From an optimization exercise on the open Yosys and OpenROAD flow, aimed at small area, a short achievable clock period and few clock cycles; shortcuts taken in it are not production practice.
RTL that was checked went through simulation tests only; none was proved equivalent to the original.
Power is estimated from default activity; no workload was simulated.

Setup of JK:
Design hyperloglog_sketch_core, start of the top module:
module hyperloglog_sketch_core (
  input  logic        clk,
  input  logic        rst_n,
  input  logic        in_valid,
  output logic        in_ready,
  input  logic [2:0]  in_opcode,
  input  logic [31:0] in_hash_value,
  input  logic [9:0]  in_reg_index,
  input  logic [4:0]  in_reg_value,
  output logic        out_valid,
  input  logic        out_ready,
  output logic [4:0]  out_read_value,
  output logic [31:0] out_cardinality,
  output logic        out_saturated,
  output logic        out_changed
);
Size in the first run: roughly 9,800 cells after synthesis, roughly 3,100 flip-flops.
==> module hll_div, before the edit <==
module hll_div (
  input  logic        clk,
  input  logic        rst_n,
  input  logic        req,
  input  logic        hold,
  input  logic        clear,
  input  logic [40:0] s,
  input  logic [9:0]  z,
  output logic        fin,
  output logic        push,
  output logic [31:0] card,
  output logic        sat
);
  typedef enum logic [3:0] {
    U_IDLE, U_W1, U_W2, U_CMP, U_DIV, U_NEG, U_NORM, U_SQ, U_NEXT, U_PREP,
    U_MUL, U_FIN
  } ustate_t;
  ustate_t     state_r;
  logic [47:0] q_r;
  logic [41:0] rem_r;
  logic [31:0] frac_r;
  logic [5:0]  n_r;
  logic [5:0]  cnt_r;
  logic [4:0]  bit_r;
  logic        mbit_r;
  logic        large_r;
  logic [2:0]  nd_r;       
  logic        sat_r;
  logic        lin_r;
  logic        top_r;
  logic        lrg_r;
  logic        zn_r;
  logic [11:0] rom_r;
  logic [5:0]  jm_r;       
  logic [5:0]  jm;
  logic [11:0] rom_card;
  logic        done_n;
  logic        push_r;
  logic [31:0] card_r;
  logic        osat_r;
  logic [41:0] rem_sh;
  logic [41:0] dsr;
  logic [22:0] rem_lo;
  logic [20:0] rem_hi;
  logic        dph_r;
  logic        dcy_r;
  logic        sg_r;
  logic [31:0] ln2_ext;
  logic [31:0] mplier;
  logic [4:0]  bit_n;
  logic [16:0] sum_lo;
  logic [16:0] sum_hi;
  logic        ph_r;
  logic        cy_r;
  logic [37:0] d;
  logic        r_sat;
  hll_lin_rom u_rom (
    .zeros (z),
    .card  (rom_card)
  );
  always_comb begin
    jm = 6'd0;
    for (int i = 0; i < 41; i++) begin
      if (s[i]) begin
        jm = 6'(i);
      end
    end
  end
  always_ff @(posedge clk) begin
    jm_r  <= jm;
    lin_r <= (s >= hll_pkg::S_LIN);
    top_r <= (s <= hll_pkg::S_TOP);
    lrg_r <= (s <= hll_pkg::S_LARGE);
    zn_r  <= (z != 10'd0);
    rom_r <= rom_card;
  end
  assign rem_sh  = {rem_r[40:0], nd_r[2]};
  assign dsr     = sg_r ? {1'b0, s} : ~{1'b0, s};
  assign rem_lo  = {1'b0, rem_sh[20:0], 1'b1} + {1'b0, dsr[20:0], !sg_r};
  assign rem_hi  = rem_r[41:21] + dsr[41:21] + {20'd0, dcy_r};
  assign ln2_ext = {2'b00, hll_pkg::LN2_Q30};
  assign mplier  = (state_r == U_MUL) ? ln2_ext : q_r[47:16];
  assign bit_n   = bit_r + 5'd1;
  assign sum_lo  = {1'b0, rem_r[25:10]} + (mbit_r ? {1'b0, q_r[31:16]} : 17'd0);
  assign sum_hi  = {1'b0, rem_r[41:26]} + (mbit_r ? {1'b0, q_r[47:32]} : 17'd0)
                   + {16'd0, cy_r};
  assign d       = {6'd48, 32'd0} - {n_r, frac_r};
  assign r_sat   = (rem_r[37:32] != 6'd0);
  always_comb begin
    done_n = 1'b0;
    case (state_r)
      U_CMP:   done_n = !hold && ((lin_r && zn_r) || (!lin_r && top_r));
      U_DIV:   done_n = dph_r && (cnt_r == 6'd1) && !large_r;
      U_FIN:   done_n = 1'b1;
      default: done_n = 1'b0;
    endcase
  end
  always_ff @(posedge clk) begin
    if (!rst_n) begin
      push_r <= 1'b0;
    end else begin
      push_r <= done_n;
    end
  end
  assign fin  = done_n;
  assign push = push_r;
  always_ff @(posedge clk) begin
    if (!rst_n || clear) begin
      card_r <= '0;
      osat_r <= 1'b0;
    end else if (push_r) begin
      card_r <= q_r[31:0];
      osat_r <= sat_r;
    end
  end
  always_ff @(posedge clk) begin
    if (!rst_n) begin
      state_r   <= U_IDLE;
    end else begin
      case (state_r)
        U_IDLE: begin
          if (req) begin
            state_r <= U_W1;
          end
        end
        U_W1: begin
          state_r <= U_W2;
        end
        U_W2: begin
          state_r <= U_CMP;
        end
        U_CMP: begin
          if (!hold) begin
            sat_r   <= 1'b0;
            q_r     <= '0;
            large_r <= 1'b0;
            nd_r    <= 3'b000;
            dph_r   <= 1'b0;
            sg_r    <= 1'b0;
            if (lin_r && zn_r) begin
              q_r[11:0] <= rom_r;
              state_r   <= U_IDLE;
            end else if (lin_r) begin
              rem_r   <= 42'(hll_pkg::ND >> (7'd65 - {1'b0, jm_r}));
              cnt_r   <= 6'd49 - jm_r;
              state_r <= U_DIV;
            end else if (top_r) begin
              q_r[31:0] <= 32'hFFFF_FFFF;
              sat_r     <= 1'b1;
              state_r   <= U_IDLE;
            end else if (lrg_r) begin
              rem_r   <= {1'b0, hll_pkg::REM47[40:0]};
              cnt_r   <= 6'd48;
              large_r <= 1'b1;
              nd_r    <= 3'b011;
              state_r <= U_DIV;
            end else begin
              rem_r   <= 42'(hll_pkg::ND >> (7'd65 - {1'b0, jm_r}));
              cnt_r   <= 6'd49 - jm_r;
              state_r <= U_DIV;
            end
          end
        end
        U_DIV: begin
          dph_r <= !dph_r;
          if (!dph_r) begin
            rem_r <= {rem_sh[41:21], rem_lo[21:1]};
            dcy_r <= rem_lo[22];
            nd_r  <= {nd_r[1:0], 1'b0};
          end else begin
            rem_r[41:21] <= rem_hi;
            sg_r         <= rem_hi[20];
            q_r          <= {q_r[46:0], !rem_hi[20]};
            cnt_r        <= cnt_r - 6'd1;
            if (cnt_r == 6'd1) begin
              state_r <= large_r ? U_NEG : U_IDLE;
            end
          end
        end
        U_NEG: begin
          q_r     <= 48'd0 - q_r;
          n_r     <= 6'd47;
          state_r <= U_NORM;
        end
        U_NORM: begin
          rem_r  <= '0;
          bit_r  <= '0;
          ph_r   <= 1'b0;
          cnt_r  <= 6'd31;
          mbit_r <= q_r[16];
          if (q_r[47]) begin
            state_r <= U_SQ;
          end else begin
            q_r <= q_r << 1;
            n_r <= n_r - 6'd1;
          end
        end
        U_SQ, U_MUL: begin
          ph_r <= !ph_r;
          if (!ph_r) begin
            rem_r[25:10] <= sum_lo[15:0];
            cy_r         <= sum_lo[16];
          end else begin
            rem_r  <= {sum_hi, rem_r[25:10], rem_r[9:1]};
            bit_r  <= bit_n;
            mbit_r <= mplier[bit_n];
            if (bit_r == 5'd31) begin
              state_r <= (state_r == U_MUL) ? U_FIN : U_NEXT;
            end
          end
        end
        U_NEXT: begin
          frac_r     <= {frac_r[30:0], rem_r[41]};
          q_r[47:16] <= rem_r[41] ? rem_r[41:10] : {rem_r[40:10], rem_r[9]};
          mbit_r     <= rem_r[41] ? rem_r[10] : rem_r[9];
          rem_r      <= '0;
          cnt_r      <= cnt_r - 6'd1;
          state_r    <= (cnt_r == 6'd0) ? U_PREP : U_SQ;
        end
        U_PREP: begin
          q_r[47:16] <= {2'b00, d[37:8]};
          mbit_r     <= ln2_ext[0];
          ph_r       <= 1'b0;
          state_r    <= U_MUL;
        end
        U_FIN: begin
          q_r[31:0] <= r_sat ? 32'hFFFF_FFFF : rem_r[31:0];
          sat_r     <= r_sat;
          state_r   <= U_IDLE;
        end
        default: begin
          state_r <= U_IDLE;
        end
      endcase
    end
  end
  assign card = card_r;
  assign sat  = osat_r;
endmodule
Settings: LEC_CHECK=0, CAP_MARGIN=70, CORE_MARGIN=2, CORE_UTILIZATION=30, SETUP_SLACK_MARGIN=5, SLEW_MARGIN=70; clock period 11.0 ns.
standard.sh (not shown) runs the stock make flow with config.mk's settings and CLKGATE_MAP_FILE= SYNTH_SCRIPT=/design/flow/synth_recipe.tcl, a recipe that flattens the netlist after the stock synthesis.
==> flow/flow/run.sh <==
#!/bin/bash
# Layout flow: the standard flow (standard.sh, every ORFS step from
# synthesis to the final layout, unchanged), with one change in how the layout
# is made: the buffers that global placement puts on every input and output
# port are buf_4 cells instead of the default choice.
set -e
export BUFFER_PORTS_ARGS="-buffer_cell sky130_fd_sc_hd__buf_4"
bash standard.sh > standard.log 2>&1
JK: no failed stages, no open violations at the end
Inputs modified between JK and MS:
--- a/flow/design.v
+++ b/flow/design.v
@@ -96,11 +96,8 @@
   logic        osat_r;
   logic [41:0] rem_sh;
   logic [41:0] dsr;
-  logic [22:0] rem_lo;
-  logic [20:0] rem_hi;
-  logic        dph_r;
-  logic        dcy_r;
-  logic        sg_r;
+  logic [42:0] rem_add;
+  logic [41:0] rem_nxt;
   logic [31:0] ln2_ext;
   logic [31:0] mplier;
   logic [4:0]  bit_n;
@@ -131,9 +128,9 @@
     rom_r <= rom_card;
   end
   assign rem_sh  = {rem_r[40:0], nd_r[2]};
-  assign dsr     = sg_r ? {1'b0, s} : ~{1'b0, s};
-  assign rem_lo  = {1'b0, rem_sh[20:0], 1'b1} + {1'b0, dsr[20:0], !sg_r};
-  assign rem_hi  = rem_r[41:21] + dsr[41:21] + {20'd0, dcy_r};
+  assign dsr     = rem_r[41] ? {1'b0, s} : ~{1'b0, s};
+  assign rem_add = {rem_sh, 1'b1} + {dsr, !rem_r[41]};
+  assign rem_nxt = rem_add[42:1];
   assign ln2_ext = {2'b00, hll_pkg::LN2_Q30};
   assign mplier  = (state_r == U_MUL) ? ln2_ext : q_r[47:16];
   assign bit_n   = bit_r + 5'd1;
@@ -146,7 +143,7 @@
     done_n = 1'b0;
     case (state_r)
       U_CMP:   done_n = !hold && ((lin_r && zn_r) || (!lin_r && top_r));
-      U_DIV:   done_n = dph_r && (cnt_r == 6'd1) && !large_r;
+      U_DIV:   done_n = (cnt_r == 6'd1) && !large_r;
       U_FIN:   done_n = 1'b1;
       default: done_n = 1'b0;
     endcase
@@ -191,8 +188,6 @@
             q_r     <= '0;
             large_r <= 1'b0;
             nd_r    <= 3'b000;
-            dph_r   <= 1'b0;
-            sg_r    <= 1'b0;
             if (lin_r && zn_r) begin
               q_r[11:0] <= rom_r;
               state_r   <= U_IDLE;
@@ -218,19 +213,12 @@
           end
         end
         U_DIV: begin
-          dph_r <= !dph_r;
-          if (!dph_r) begin
-            rem_r <= {rem_sh[41:21], rem_lo[21:1]};
-            dcy_r <= rem_lo[22];
-            nd_r  <= {nd_r[1:0], 1'b0};
-          end else begin
-            rem_r[41:21] <= rem_hi;
-            sg_r         <= rem_hi[20];
-            q_r          <= {q_r[46:0], !rem_hi[20]};
-            cnt_r        <= cnt_r - 6'd1;
-            if (cnt_r == 6'd1) begin
-              state_r <= large_r ? U_NEG : U_IDLE;
-            end
+          rem_r <= rem_nxt;
+          q_r   <= {q_r[46:0], !rem_nxt[41]};
+          nd_r  <= {nd_r[1:0], 1'b0};
+          cnt_r <= cnt_r - 6'd1;
+          if (cnt_r == 6'd1) begin
+            state_r <= large_r ? U_NEG : U_IDLE;
           end
         end
         U_NEG: begin
## What came out
- Between JK and MS, the multi-input gate share of the layout cell area does not differ in any meaningful way.
- MS finished every stage and its layout cleared the timing, design-rule and antenna checks.
- [compare] base=JK new=MS: utilization ~0 delta; remaining global-route overflow closely matched the old numbers; die area closely matched the old numbers; static leakage power shows an increase of 0.35%; count of flip-flops with a built-in enable after synthesis comparable.
- Re placement row count: no difference whatsoever between MS and JK.
- Worst stage delay on the critical path: MS > JK
- Going from JK to MS, via count now sits lower; cell area after layout climbed 500 um^2; pin slew with the least headroom to its limit moved up; power share of the clock group grew by 3.2 points; power in combinational cells down 41%.
- For JK, the standard cell with the maximum stage delay on the critical path was or4_4, unlike MS, where it was or4b_2.
- ~same xor and xnor area share after synthesis in JK and MS
Testbench counts of MS, summed over its fixed seeds: cycles 14,936.
The RTL of JK was laid out without a check of its function.

==> port drivers added, routing unchanged <==
The results above use ideal ports. As a check the final layouts listed here were re-extracted and re-timed, cells and wires unchanged.
Step 1: set_driving_cell puts a clkbuf_16 on clk and a buf_2 on each other input, an assumption about the parent block.
Step 2, shift: input delay + t, output delay - t, t = (earliest + latest rising clock arrival at the registers) / 2. This alone moves slack from input paths to output paths.
a / b / c = ideal ports / drivers / drivers and shift; a / b = the first two.
run | t (ns) | setup WS [ns] | slew at the worst register clock pin (ns)
JK | 0.995 | 6.363 / 6.363 / 6.363 | 0.07 / 0.07
MS | 1.010 | 6.321 / 6.321 / 6.321 | 0.07 / 0.07
After both steps every run listed still meets setup and hold.
